This is an optimization exercise on Yosys and OpenROAD, whose aim is small area, a short achievable clock period and few clock cycles per item, not a production implementation.

== delta ==
## rational_arith_unit
module rational_arith_unit #(
   parameter int WORD_BITS = 32
) (
   input  logic                        clock,
   input  logic                        reset,
   input  logic                        req_push,
   output logic                        req_full,
   input  logic        [2:0]           req_command,
   input  logic signed [WORD_BITS-1:0] req_a_num,
   input  logic signed [WORD_BITS-1:0] req_a_den,
   input  logic signed [WORD_BITS-1:0] req_b_num,
   input  logic        [WORD_BITS-2:0] req_b_den,
   output logic                        rsp_empty,
   input  logic                        rsp_pop,
   output logic signed [WORD_BITS-1:0] rsp_res_num,
   output logic        [WORD_BITS-2:0] rsp_res_den,
   output logic                        rsp_compare_true,
   output logic        [1:0]           rsp_status
);
   localparam logic [2:0] CMD_REDUCE = 3'd0;
   localparam logic [2:0] CMD_ADD    = 3'd1;
   localparam logic [2:0] CMD_SUB    = 3'd2;
   localparam logic [2:0] CMD_MUL    = 3'd3;
   localparam logic [2:0] CMD_DIV    = 3'd4;
   localparam logic [2:0] CMD_EQ     = 3'd5;
   localparam logic [2:0] CMD_LT     = 3'd6;
   localparam logic [1:0] STATUS_OK       = 2'd0;
   localparam logic [1:0] STATUS_ZERO_DEN = 2'd1;
   localparam logic [1:0] STATUS_OVERFLOW = 2'd2;
   localparam int W = WORD_BITS;
   localparam int MW = 2 * W;
   localparam int R = 3;                  
   localparam int NSTEP = (W + R - 1) / R;
   localparam int LW = NSTEP * R;         
   localparam int QW = W + LW;
   localparam int CNTW = $clog2(NSTEP);
   logic          s1_full, s1_mul;
   logic [CNTW-1:0] cnt_ff;
   logic [QW-1:0] q0_ff, q1_ff, q2_ff;
   logic [W-1:0]  xb_ff, xd_ff;
   logic          c1_const, c1_cmp, c1_lt, c1_neg0, c1_neg1, c1_neg2, c1_use1, c1_inv;
   logic [1:0]    c1_cst;
   logic          st_idle, st_sum, st_gcd, st_const, st_cmpw;
   logic          cres_ff;
   logic [MW-1:0] ra_ff, rx_ff, rb_ff;
   logic [W-1:0]  m00_ff, m01_ff, m10_ff, m11_ff;
   logic          cmp_ff, lt_ff, neg0_ff, neg1_ff, neg2_ff, use1_ff, inv_ff;
   logic          nneg_ff, ovf_ff, cap_ff;
   logic [W-2:0]  tm_ff;
   logic [1:0]    cst_ff;
   logic          ovalid_ff;
  ...
Size in the first run: about 7600 cells after synthesis, roughly 200 I/O pins, about 62000 um^2 of cells after synthesis.
clock: 8.0 ns
lec_check: 0
cap_margin: 20
core_margin: 2
core_utilization: 50
setup_slack_margin: 3.6
slew_margin: 20
run.sh (not shown) runs the stock make flow with config.mk's settings and CLKGATE_MAP_FILE= SYNTH_SCRIPT=/design/flow/synth_recipe.tcl, a recipe that flattens the netlist after the stock synthesis.
#### Input delta (gamma over delta)
diff --git a/flow/design.v b/flow/design.v
--- a/flow/design.v
+++ b/flow/design.v
@@ -77,20 +77,19 @@
    localparam int LW = NSTEP * R;         
    localparam int QW = W + LW;
    localparam int CNTW = $clog2(NSTEP);
    logic          s1_full, s1_mul;
    logic [CNTW-1:0] cnt_ff;
    logic [QW-1:0] q0_ff, q1_ff, q2_ff;
    logic [W-1:0]  xb_ff, xd_ff;
    logic          c1_const, c1_cmp, c1_lt, c1_neg0, c1_neg1, c1_neg2, c1_use1, c1_inv;
    logic [1:0]    c1_cst;
-   logic          st_idle, st_sum, st_gcd, st_const, st_cmpw;
-   logic          cres_ff;
+   logic          st_idle, st_sum, st_gcd, st_const;
    logic [MW-1:0] ra_ff, rx_ff, rb_ff;
    logic [W-1:0]  m00_ff, m01_ff, m10_ff, m11_ff;
    logic          cmp_ff, lt_ff, neg0_ff, neg1_ff, neg2_ff, use1_ff, inv_ff;
    logic          nneg_ff, ovf_ff, cap_ff;
    logic [W-2:0]  tm_ff;
    logic [1:0]    cst_ff;
    logic          ovalid_ff;
    logic [W-1:0]  onum_ff;
    logic [W-2:0]  oden_ff;
@@ -290,21 +289,18 @@
    always_comb begin
       fin = 1'b0;
       w_num = '0; w_den = (W-1)'(1); w_cmp = 1'b0; w_st = STATUS_OK;
       if (st_const) begin
          fin = 1'b1; w_st = cst_ff;
       end
       if (st_sum && cmp_ff) begin
          fin = 1'b1; w_cmp = cmp_res;
       end
-      if (st_cmpw) begin
-         fin = 1'b1; w_cmp = cres_ff;
-      end
       if (st_gcd) begin
          if (a_zero) begin
             fin = 1'b1;
          end else if (ovf_ff) begin
             fin = 1'b1; w_st = STATUS_OVERFLOW;
          end else if (both_odd && a_eq_b) begin
             fin = 1'b1;
             if (f_ovf) w_st = STATUS_OVERFLOW;
             else begin
@@ -356,76 +352,74 @@
          q2_ff  <= {t2, q2_ff[LW-1:R]};
       end
    end
    always_ff @(posedge clock) begin
       if (reset) begin
          st_idle  <= 1'b1;
          st_sum   <= 1'b0;
          st_gcd   <= 1'b0;
          st_const <= 1'b0;
-         st_cmpw  <= 1'b0;
       end else if (handoff) begin
          st_idle  <= 1'b0;
          st_sum   <= !c1_const && c1_use1;
          st_gcd   <= !c1_const && !c1_use1;
          st_const <= c1_const;
-         st_cmpw  <= 1'b0;
       end else if (wr) begin
          st_idle  <= 1'b1;
          st_sum   <= 1'b0;
          st_gcd   <= 1'b0;
          st_const <= 1'b0;
-         st_cmpw  <= 1'b0;
-      end else if (st_sum) begin
-         st_sum  <= 1'b0;
-         st_gcd  <= !cmp_ff;
-         st_cmpw <= cmp_ff;
+      end else if (!stall) begin
+         if (st_sum) begin
+            st_sum <= 1'b0;
+            st_gcd <= 1'b1;
+         end
       end
    end
    always_ff @(posedge clock) begin
-      if (st_sum) cres_ff <= cmp_res;
-   end
-   always_ff @(posedge clock) begin
       if (handoff) begin
          ra_ff   <= q0_ff[MW-1:0];
          rx_ff   <= c1_use1 ? (c1_inv ? ~q1_ff[MW-1:0] : q1_ff[MW-1:0]) : ~q2_ff[MW-1:0];
          m00_ff  <= W'(1);
          m01_ff  <= c1_use1 ? q2_ff[MW-1:W] : '0;
          m10_ff  <= '0;
          m11_ff  <= c1_use1 ? q2_ff[W-1:0] : W'(1);
          nneg_ff <= c1_neg0 ^ c1_neg2;
          ovf_ff  <= 1'b0;
          cap_ff  <= 1'b1;
          cmp_ff  <= c1_cmp;
          lt_ff   <= c1_lt;
          neg0_ff <= c1_neg0;
          neg1_ff <= c1_neg1;
          neg2_ff <= c1_neg2;
          use1_ff <= c1_use1;
          inv_ff  <= c1_inv || !c1_use1;
          cst_ff  <= c1_cst;
-      end else if (st_sum) begin
-         ra_ff   <= nsum;
-         rx_ff   <= ~{m01_ff, m11_ff};
-         nneg_ff <= nsign ^ neg2_ff;
-         inv_ff  <= 1'b1;
-         m01_ff  <= '0;
-         m11_ff  <= W'(1);
       end else begin
-         ra_ff  <= ra_g;
-         rx_ff  <= ~rb_g;
-         ovf_ff <= ovf_ff || g_ovf;
-         cap_ff <= both_ev;
-         if (cap_ff) tm_ff <= tm_now;
-         m00_ff <= m00_g;
-         m01_ff <= m01_g;
-         m10_ff <= m10_g;
-         m11_ff <= m11_g;
+         if (st_sum && !cmp_ff) begin
+            ra_ff   <= nsum;
+            rx_ff   <= ~{m01_ff, m11_ff};
+            nneg_ff <= nsign ^ neg2_ff;
+            inv_ff  <= 1'b1;
+            m01_ff  <= '0;
+            m11_ff  <= W'(1);
+         end
+         if (st_gcd) begin
+            ra_ff  <= ra_g;
+            rx_ff  <= ~rb_g;
+            ovf_ff <= ovf_ff || g_ovf;
+            cap_ff <= both_ev;
+            if (cap_ff) tm_ff <= tm_now;
+            m00_ff <= m00_g;
+            m01_ff <= m01_g;
+            m10_ff <= m10_g;
+            m11_ff <= m11_g;
+         end
       end
    end
    always_ff @(posedge clock) begin
       if (reset) begin
          ovalid_ff <= 1'b0;
       end else begin
          ovalid_ff <= wr || (ovalid_ff && !rsp_pop);
       end
       if (wr) begin
==> run summary <==
Shortest clock period the worst path allows after layout ends up lower on delta.
Compared to delta, the number of flip-flops in gamma is lower.
Going from delta to gamma, first-iteration DRC count rose by about 14%; aggregate global-route resource usage rose by 1.3 points; initial core utilization stayed essentially flat.
gamma vs. delta: design area went up by about 2.7%, met1 track utilization from global routing went up by 1.1 points, peak per-stage delay on the critical path went up by 0.07 ns.
Synthesized instance count was lower in the run labelled gamma.
Function was not checked in any run of this note: the RTL went through the layout flow alone.

==> separate check: timing with driven ports <==
The flow's constraints put no driver on any port. The routed layouts listed below were extracted and timed again, unchanged, in two steps. Step 1, drivers: a clkbuf_16 drives clock and a buf_2 each remaining input, both assumed. Step 2 also shifts input and output timing later by t, the mid clock arrival at the registers, as if the neighbouring blocks saw the same clock. Three values: ideal, step 1, step 2; two values: the first two.
run | t (ns) | slack for setup (ns) | hold slack, ns | latest minus earliest clock arrival (ns)
delta | 0.790 | 3.271 / 3.271 / 2.708 | 0.427 / 0.427 / 0.427 | 0.038 / 0.037
gamma | 0.792 | 2.928 / 2.928 / 2.237 | 0.437 / 0.437 / 0.437 | 0.062 / 0.061
After both steps setup and hold are still met in every run listed. The setup slack of gamma, which loses most, moves by 0.000 ns with the drivers and by -0.691 ns with both steps.
